What follows belongs to an exercise in optimizing a design on an open flow for small area and a short achievable clock period; a production flow would make more cautious choices. At most, simulation tests tie the RTL to the original design; equivalence was not proved. Power figures rest on the tool's default switching activity, not on a simulated workload.

==> inputs of xenon <==
==> flow/design.v <==
module xgmii_crossbar_n #(
  parameter int NUM_PORTS = 4,
  parameter int CNT_W     = 16,
  localparam int IDX_W    = (NUM_PORTS > 2) ? $clog2(NUM_PORTS) : 1
) (
  input  logic                         clk,
  input  logic                         reset,
  input  logic [8*NUM_PORTS-1:0]       eth_in_xgmii_ctrl,
  input  logic [64*NUM_PORTS-1:0]      eth_in_xgmii_data,
  input  logic [IDX_W*NUM_PORTS-1:0]   route_map,
  output logic [8*NUM_PORTS-1:0]       eth_out_xgmii_ctrl,
  output logic [64*NUM_PORTS-1:0]      eth_out_xgmii_data,
  output logic [CNT_W*NUM_PORTS-1:0]   drop_cnt,
  output logic [CNT_W*NUM_PORTS-1:0]   err_cnt,
  output logic [NUM_PORTS-1:0]         fwd_state
);
  localparam int NP  = NUM_PORTS;
  localparam int CW  = IDX_W + 1;    
  logic [NP-1:0] sof, eof;
  for (genvar i = 0; i < NP; i++) begin : g_delim
    logic [7:0] fd;
    for (genvar k = 0; k < 8; k++) begin : g_lane
      assign fd[k] = eth_in_xgmii_ctrl[8*i+k] && (eth_in_xgmii_data[64*i+8*k +: 8] == 8'hFD);
    end
    assign sof[i] = eth_in_xgmii_ctrl[8*i] && (eth_in_xgmii_data[64*i +: 8] == 8'hFB);
    assign eof[i] = |fd;
  end
  logic [8*NP-1:0]  in_c_q;
  logic [64*NP-1:0] in_d_q;
  always_ff @(posedge clk) begin
    in_c_q <= eth_in_xgmii_ctrl;
    in_d_q <= eth_in_xgmii_data;
  end
  logic [NP-1:0]       fwd_q;             
  logic [NP*NP-1:0]    sel_q;             
  logic [NP-1:0]       idle_q, err_q;     
  logic [IDX_W*NP-1:0] last_q;            
  logic [NP-1:0] drop_q, drop_d;
  logic [NP-1:0] busy, fresh, granted, lost;
  logic [NP*NP-1:0] gwin;                 
  for (genvar i = 0; i < NP; i++) begin : g_busy
    logic [NP-1:0] hit;
    for (genvar e = 0; e < NP; e++) begin : g_e
      assign hit[e] = fwd_q[e] && sel_q[NP*e+i];
    end
    assign busy[i] = |hit;
  end
  assign fresh = sof & ~drop_q;
  for (genvar e = 0; e < NP; e++) begin : g_egress
    logic [NP-1:0]    req, aim, win, sq;
    logic [IDX_W-1:0] lq, wi;
    logic [NP-1:0]    lhot;
    logic             found, eofw, sofs, eofs, err_inc;
    logic             fwd_d, idle_d, err_d;
    logic [NP-1:0]    sel_d;
    logic [IDX_W-1:0] last_d;
    logic [CNT_W-1:0] dcnt_q, ecnt_q;
    logic [2:0]       dlow;
    logic             dcy, dsat, dtop, dcye, einc;
    logic [CNT_W-1:0] dpre, epre, dpfx, epfx, dcnt_d, ecnt_d;
    assign lq = last_q[IDX_W*e +: IDX_W];
    assign sq = sel_q[NP*e +: NP];
    for (genvar i = 0; i < NP; i++) begin : g_req
      assign aim[i]  = fresh[i] && (route_map[IDX_W*i +: IDX_W] == IDX_W'(e));
      assign req[i]  = aim[i] && !busy[i];
      assign lhot[i] = (lq == IDX_W'(i));
    end
    for (genvar i = 0; i < NP; i++) begin : g_rr
      logic [NP-1:0] ok;
      for (genvar l = 0; l < NP; l++) begin : g_l
        logic [NP-1:0] blk;
        for (genvar j = 0; j < NP; j++) begin : g_j
          localparam int DJ = (j - l + NP) % NP;
          localparam int DI = (i - l + NP) % NP;
          localparam int DIW = (DI == 0) ? NP : DI;
          if (DJ > 0 && DJ < DIW) begin : g_b
            assign blk[j] = req[j];
          end else begin : g_n
            assign blk[j] = 1'b0;
          end
        end
        assign ok[l] = lhot[l] && !(|blk);
      end
      assign win[i] = req[i] && (|ok);
    end
    assign found = |req;
    assign eofw  = |(win & eof);
    assign sofs  = |(sq & sof);
    assign eofs  = |(sq & eof);
    always_comb begin
      wi = '0;
      for (int i = 0; i < NP; i++) if (win[i]) wi = wi | IDX_W'(i);
    end
    always_comb begin
      if (!fwd_q[e]) begin
        sel_d   = win;
        idle_d  = !found;
        err_d   = 1'b0;
        fwd_d   = found && !eofw;
        last_d  = found ? wi : lq;
        err_inc = 1'b0;
      end else begin
        sel_d   = sofs ? '0 : sq;
        idle_d  = 1'b0;
        err_d   = sofs;
        fwd_d   = !sofs && !eofs;
        last_d  = lq;
        err_inc = sofs;
      end
    end
    assign gwin[NP*e +: NP] = fwd_q[e] ? '0 : win;
    logic [NP+1:0] age;         
    logic [NP:0]   nge;         
    logic          g;
    logic [3:0]    chot;        
    logic [1:0]    m;           
    assign age = thresholds(aim);
    assign g = found && !fwd_q[e];
    always_comb begin
      for (int k = 0; k <= NP; k++) nge[k] = g ? age[k+1] : age[k];
    end
    assign m = count_mod4(nge);
    for (genvar v = 0; v < 4; v++) begin : g_chot
      assign chot[v] = (dcnt_q[1:0] == 2'(v));
    end
    assign dcy = (chot[0] && nge[4]) || (chot[1] && nge[3]) ||
                 (chot[2] && nge[2]) || (chot[3] && nge[1]);
    assign dlow[0] = dcnt_q[0] ^ m[0];
    assign dlow[1] = dcnt_q[1] ^ m[1] ^ (dcnt_q[0] & m[0]);
    assign dlow[2] = dcy;
    assign dpre = {dpfx[CNT_W-4:0], 3'b100};
    assign dpfx = prefix_and({2'b00, dcnt_q[CNT_W-1:2]});
    assign dtop = dpre[CNT_W-1] && dcnt_q[CNT_W-1];
    assign dsat = dcy && dtop;
    assign dcye = dcy && !dtop;
    always_comb begin
      dcnt_d[1:0] = dsat ? 2'b11 : dlow[1:0];
      for (int j = 2; j < CNT_W; j++) dcnt_d[j] = dcnt_q[j] ^ (dcye & dpre[j]);
    end
    assign epre = {epfx[CNT_W-2:0], 1'b1};
    assign epfx = prefix_and(ecnt_q);
    assign einc = err_inc && !(epre[CNT_W-1] && ecnt_q[CNT_W-1]);
    always_comb begin
      for (int j = 0; j < CNT_W; j++) ecnt_d[j] = ecnt_q[j] ^ (einc & epre[j]);
    end
    always_ff @(posedge clk or negedge reset) begin
      if (!reset) begin
        fwd_q[e]                 <= 1'b0;
        sel_q[NP*e +: NP]        <= '0;
        idle_q[e]                <= 1'b1;
        err_q[e]                 <= 1'b0;
        last_q[IDX_W*e +: IDX_W] <= IDX_W'(NP - 1);
        dcnt_q <= '0;
        ecnt_q <= '0;
      end else begin
        fwd_q[e]                 <= fwd_d;
        sel_q[NP*e +: NP]        <= sel_d;
        idle_q[e]                <= idle_d;
        err_q[e]                 <= err_d;
        last_q[IDX_W*e +: IDX_W] <= last_d;
        dcnt_q <= dcnt_d;
        ecnt_q <= ecnt_d;
      end
    end
    for (genvar b = 0; b < 8; b++) begin : g_oc
      logic [NP-1:0] t;
      for (genvar i = 0; i < NP; i++) begin : g_i
        assign t[i] = sq[i] && in_c_q[8*i+b];
      end
      assign eth_out_xgmii_ctrl[8*e+b] = (|t) || idle_q[e] || err_q[e];
    end
    for (genvar b = 0; b < 64; b++) begin : g_od
      logic [NP-1:0] t;
      for (genvar i = 0; i < NP; i++) begin : g_i
        assign t[i] = sq[i] && in_d_q[64*i+b];
      end
      assign eth_out_xgmii_data[64*e+b] = (|t) || (idle_q[e] && ((b % 8) < 3)) ||
                                          (err_q[e] && ((b % 8) >= 1));
    end
    assign drop_cnt[CNT_W*e +: CNT_W] = dcnt_q;
    assign err_cnt[CNT_W*e +: CNT_W]  = ecnt_q;
    assign fwd_state[e] = fwd_q[e];
  end
  for (genvar i = 0; i < NP; i++) begin : g_grant
    logic [NP-1:0] hit;
    for (genvar e = 0; e < NP; e++) begin : g_e
      assign hit[e] = gwin[NP*e+i];
    end
    assign granted[i] = |hit;
  end
  assign lost   = fresh & ~granted;
  assign drop_d = (drop_q | lost) & ~eof;
  always_ff @(posedge clk or negedge reset) begin
    if (!reset) drop_q <= '0;
    else        drop_q <= drop_d;
  end
  function automatic logic [NP+1:0] thresholds(input logic [NP-1:0] x);
    logic [NP+1:0] a;
    a = '0;
    a[0] = 1'b1;
    for (int i = 0; i < NP; i++)
      for (int k = NP; k >= 1; k--) a[k] = a[k] | (a[k-1] & x[i]);
    thresholds = a;
  endfunction
  function automatic logic [1:0] count_mod4(input logic [NP:0] t);
    logic [1:0] r;
    r = 2'b00;
    for (int k = 1; k <= NP; k++)
      if (t[k] && !(k < NP && t[k+1])) r = 2'(k);
    count_mod4 = r;
  endfunction
  function automatic logic [CNT_W-1:0] prefix_and(input logic [CNT_W-1:0] x);
    logic [CNT_W-1:0] r;
    r[0] = x[0];
    for (int j = 1; j < CNT_W; j++) r[j] = r[j-1] & x[j];
    prefix_and = r;
  endfunction
endmodule
==> flow/flow/run.sh <==
#!/bin/bash
# Standard ORFS layout, with the port buffers made of plain buf_1 cells
# instead of the delay buffers buffer_ports picks by default.
set -euo pipefail
bash standard.sh "BUFFER_PORTS_ARGS=-buffer_cell sky130_fd_sc_hd__buf_1" finish > standard_flow.log 2>&1
==> flow/standard.sh <==
#!/bin/bash
# synth_recipe.tcl (not shown) runs the flow's synth.tcl, then flattens the netlist and writes it again
# the make line also repeats each setting of config.mk as NAME=value (left out here)
make -C /OpenROAD-flow-scripts/flow DESIGN_CONFIG=/design/flow/config.mk WORK_HOME=/design/flow/orfs CLKGATE_MAP_FILE= SYNTH_SCRIPT=/design/flow/synth_recipe.tcl "${@:-finish}"
==> flow/config.mk <==
export PLATFORM = sky130hd
export DESIGN_NAME = xgmii_crossbar_n
export DESIGN_NICKNAME = xgmii_crossbar_n
export VERILOG_FILES = /design/flow/design.v
export SDC_FILE = /design/flow/constraint.sdc
export NUM_CORES = 4
export LEC_CHECK = 0
export CAP_MARGIN = 20
export CORE_MARGIN = 2
export CORE_UTILIZATION = 35
export CTS_BUF_LIST = sky130_fd_sc_hd__clkbuf_4 sky130_fd_sc_hd__clkbuf_8
export PLACE_DENSITY = 0.6
export SETUP_SLACK_MARGIN = 2.5
export SLEW_MARGIN = 20
==> flow/constraint.sdc <==
create_clock -name core_clock -period 6.6 [get_ports {clk}]
set_input_delay 1.3200 -clock core_clock [delete_from_list [all_inputs] [get_ports {clk}]]
set_output_delay 1.3200 -clock core_clock [all_outputs]
set_load 0.01 [all_outputs]
==> inputs of raven, as changes to xenon <==
==> flow/design.v, changed modules only <==
module xgmii_crossbar_n #(
  parameter int NUM_PORTS = 4,
  parameter int CNT_W     = 16,
  localparam int IDX_W    = (NUM_PORTS > 2) ? $clog2(NUM_PORTS) : 1
) (
  input  logic                         clk,
  input  logic                         reset,
  input  logic [8*NUM_PORTS-1:0]       eth_in_xgmii_ctrl,
  input  logic [64*NUM_PORTS-1:0]      eth_in_xgmii_data,
  input  logic [IDX_W*NUM_PORTS-1:0]   route_map,
  output logic [8*NUM_PORTS-1:0]       eth_out_xgmii_ctrl,
  output logic [64*NUM_PORTS-1:0]      eth_out_xgmii_data,
  output logic [CNT_W*NUM_PORTS-1:0]   drop_cnt,
  output logic [CNT_W*NUM_PORTS-1:0]   err_cnt,
  output logic [NUM_PORTS-1:0]         fwd_state
);
  localparam int NP  = NUM_PORTS;
  localparam int CW  = IDX_W + 1;    
  logic [NP-1:0] sof, eof;
  for (genvar i = 0; i < NP; i++) begin : g_delim
    logic [7:0] fd;
    for (genvar k = 0; k < 8; k++) begin : g_lane
      assign fd[k] = eth_in_xgmii_ctrl[8*i+k] && (eth_in_xgmii_data[64*i+8*k +: 8] == 8'hFD);
    end
    assign sof[i] = eth_in_xgmii_ctrl[8*i] && (eth_in_xgmii_data[64*i +: 8] == 8'hFB);
    assign eof[i] = |fd;
  end
  logic [8*NP-1:0]  in_c_q;
  logic [64*NP-1:0] in_d_q;
  always_ff @(posedge clk) begin
    in_c_q <= eth_in_xgmii_ctrl;
    in_d_q <= eth_in_xgmii_data;
  end
  logic [NP-1:0]       fwd_q;             
  logic [NP*NP-1:0]    sel_q;             
  logic [NP-1:0]       idle_q, err_q;     
  logic [IDX_W*NP-1:0] last_q;            
  logic [NP-1:0] drop_q, drop_d;
  logic [NP-1:0] busy, fresh, granted, lost;
  logic [NP*NP-1:0] gwin;                 
  for (genvar i = 0; i < NP; i++) begin : g_busy
    logic [NP-1:0] hit;
    for (genvar e = 0; e < NP; e++) begin : g_e
      assign hit[e] = fwd_q[e] && sel_q[NP*e+i];
    end
    assign busy[i] = |hit;
  end
  assign fresh = sof & ~drop_q;
  for (genvar e = 0; e < NP; e++) begin : g_egress
    logic [NP-1:0]    req, aim, win, sq;
    logic [IDX_W-1:0] lq, wi;
    logic [NP-1:0]    lhot;
    logic             found, eofw, sofs, eofs, err_inc;
    logic             fwd_d, idle_d, err_d;
    logic [NP-1:0]    sel_d;
    logic [IDX_W-1:0] last_d;
    logic [CNT_W-1:0] dcnt_q, ecnt_q;
    logic [CW-1:0]    naim, inc;
    logic [CNT_W:0]   dsum;
    assign lq = last_q[IDX_W*e +: IDX_W];
    assign sq = sel_q[NP*e +: NP];
    for (genvar i = 0; i < NP; i++) begin : g_req
      assign aim[i]  = fresh[i] && (route_map[IDX_W*i +: IDX_W] == IDX_W'(e));
      assign req[i]  = aim[i] && !busy[i];
      assign lhot[i] = (lq == IDX_W'(i));
    end
    for (genvar i = 0; i < NP; i++) begin : g_rr
      logic [NP-1:0] ok;
      for (genvar l = 0; l < NP; l++) begin : g_l
        logic [NP-1:0] blk;
        for (genvar j = 0; j < NP; j++) begin : g_j
          localparam int DJ = (j - l + NP) % NP;
          localparam int DI = (i - l + NP) % NP;
          localparam int DIW = (DI == 0) ? NP : DI;
          if (DJ > 0 && DJ < DIW) begin : g_b
            assign blk[j] = req[j];
          end else begin : g_n
            assign blk[j] = 1'b0;
          end
        end
        assign ok[l] = lhot[l] && !(|blk);
      end
      assign win[i] = req[i] && (|ok);
    end
    assign found = |req;
    assign eofw  = |(win & eof);
    assign sofs  = |(sq & sof);
    assign eofs  = |(sq & eof);
    always_comb begin
      wi = '0;
      for (int i = 0; i < NP; i++) if (win[i]) wi = wi | IDX_W'(i);
    end
    always_comb begin
      if (!fwd_q[e]) begin
        sel_d   = win;
        idle_d  = !found;
        err_d   = 1'b0;
        fwd_d   = found && !eofw;
        last_d  = found ? wi : lq;
        err_inc = 1'b0;
      end else begin
        sel_d   = sofs ? '0 : sq;
        idle_d  = 1'b0;
        err_d   = sofs;
        fwd_d   = !sofs && !eofs;
        last_d  = lq;
        err_inc = sofs;
      end
    end
    assign gwin[NP*e +: NP] = fwd_q[e] ? '0 : win;
    always_comb begin
      naim = '0;
      for (int i = 0; i < NP; i++) naim = naim + CW'(aim[i]);
    end
    assign inc  = naim - CW'(found && !fwd_q[e]);
    assign dsum = {1'b0, dcnt_q} + {{(CNT_W+1-CW){1'b0}}, inc};
    always_ff @(posedge clk or negedge reset) begin
      if (!reset) begin
        fwd_q[e]                 <= 1'b0;
        sel_q[NP*e +: NP]        <= '0;
        idle_q[e]                <= 1'b1;
        err_q[e]                 <= 1'b0;
        last_q[IDX_W*e +: IDX_W] <= IDX_W'(NP - 1);
        dcnt_q <= '0;
        ecnt_q <= '0;
      end else begin
        fwd_q[e]                 <= fwd_d;
        sel_q[NP*e +: NP]        <= sel_d;
        idle_q[e]                <= idle_d;
        err_q[e]                 <= err_d;
        last_q[IDX_W*e +: IDX_W] <= last_d;
        dcnt_q <= dsum[CNT_W] ? {CNT_W{1'b1}} : dsum[CNT_W-1:0];
        if (err_inc && !(&ecnt_q)) ecnt_q <= ecnt_q + 1'b1;
      end
    end
    for (genvar b = 0; b < 8; b++) begin : g_oc
      logic [NP-1:0] t;
      for (genvar i = 0; i < NP; i++) begin : g_i
        assign t[i] = sq[i] && in_c_q[8*i+b];
      end
      assign eth_out_xgmii_ctrl[8*e+b] = (|t) || idle_q[e] || err_q[e];
    end
    for (genvar b = 0; b < 64; b++) begin : g_od
      logic [NP-1:0] t;
      for (genvar i = 0; i < NP; i++) begin : g_i
        assign t[i] = sq[i] && in_d_q[64*i+b];
      end
      assign eth_out_xgmii_data[64*e+b] = (|t) || (idle_q[e] && ((b % 8) < 3)) ||
                                          (err_q[e] && ((b % 8) >= 1));
    end
    assign drop_cnt[CNT_W*e +: CNT_W] = dcnt_q;
    assign err_cnt[CNT_W*e +: CNT_W]  = ecnt_q;
    assign fwd_state[e] = fwd_q[e];
  end
  for (genvar i = 0; i < NP; i++) begin : g_grant
    logic [NP-1:0] hit;
    for (genvar e = 0; e < NP; e++) begin : g_e
      assign hit[e] = gwin[NP*e+i];
    end
    assign granted[i] = |hit;
  end
  assign lost   = fresh & ~granted;
  assign drop_d = (drop_q | lost) & ~eof;
  always_ff @(posedge clk or negedge reset) begin
    if (!reset) drop_q <= '0;
    else        drop_q <= drop_d;
  end
endmodule
==> flow/run.sh (new file) <==
#!/bin/bash
# synth_recipe.tcl (not shown) runs the flow's synth.tcl, then flattens the netlist and writes it again
# the make line also repeats each setting of config.mk as NAME=value (left out here)
make -C /OpenROAD-flow-scripts/flow DESIGN_CONFIG=/design/flow/config.mk WORK_HOME=/design/flow/orfs CLKGATE_MAP_FILE= SYNTH_SCRIPT=/design/flow/synth_recipe.tcl finish
--- a/flow/config.mk
+++ b/flow/config.mk
@@ -10,5 +10,3 @@
 export CORE_UTILIZATION = 35
-export CTS_BUF_LIST = sky130_fd_sc_hd__clkbuf_4 sky130_fd_sc_hd__clkbuf_8
 export PLACE_DENSITY = 0.6
-export SETUP_SLACK_MARGIN = 2.5
 export SLEW_MARGIN = 20
removed: flow/flow/run.sh
removed: flow/standard.sh
==> notes.md <==
item                                                                                      xenon                              raven
Share of cell area taken by muxes after synthesis                                        0.101%                             0.561%
Cells on worst reg2reg path                                                                   9                                 18
Share of cell area taken by flip-flops and latches                                        36.3%                              31.5%
Peak VDD IR                                                                          0.000144 V                         0.000174 V
Overall track demand over capacity in global routing                                      34.2%                              37.5%
Number of nets in the synthesized netlist                                                  2744                               2753
Most common library cell in the layout ignoring fill and taps                             buf_1                    clkdlybuf4s50_1
Initial standard-cell utilization of the core                                             35.3%                              35.4%
Worst Hold Endpoint                                            g_egress[0].ecnt_q[15]$_DFF_PN0_  g_egress[0].ecnt_q[9]$_DFFE_PN0P_
Clk power                                                                               3.01 mW                            3.20 mW
Number of global-route vias before repair                                                 23332                              24238
# rows                                                                                       92                                 91
Met1 track demand over resource in global routing                                         42.9%                              46.9%
Placed Cells incl. Taps                                                                    3841                               3864
Total sequential power                                                                  2.99 mW                            3.00 mW
Buffering overhead                                                                        11.2%                              24.1%
Setup repair after global routing missed its margin                                         yes                                 no
Status                                                                           finished clean                     finished clean
Adder-cell area share of the yosys netlist                                                1.04%                              2.47%
Overall power of the completed layout                                                   6.23 mW                            6.64 mW
No functional check of the RTL was part of raven.

## separate check: timing with driven ports
No port has a modelled driver above. Below, the same layouts with a new extraction and two added sets of constraints.
Step 1 (the two cells are an assumption about what drives the block):
set clk [get_ports {clk}]
set_driving_cell -lib_cell sky130_fd_sc_hd__clkbuf_16 $clk
set_driving_cell -lib_cell sky130_fd_sc_hd__buf_2 [delete_from_list [all_inputs] $clk]
Step 2 also shifts input and output timing later by t, the mid clock arrival at the registers, as if the neighbouring blocks saw the same clock.
a / b / c = no drivers / after step 1 / after step 2; a / b = the first two.
run	t (ns)	setup slack, ns	worst setup path at the end	clock arrival spread, ns
xenon	0.728	2.521 / 2.486 / 1.783	input to register	0.058 / 0.057
raven	0.673	0.626 / 0.656 / -0.017	input to register	0.019 / 0.019
Met with ideal ports but missed after step 2: setup timing in raven. The setup slack of xenon, which loses most, moves by -0.035 ns with the drivers and by -0.738 ns with both steps.
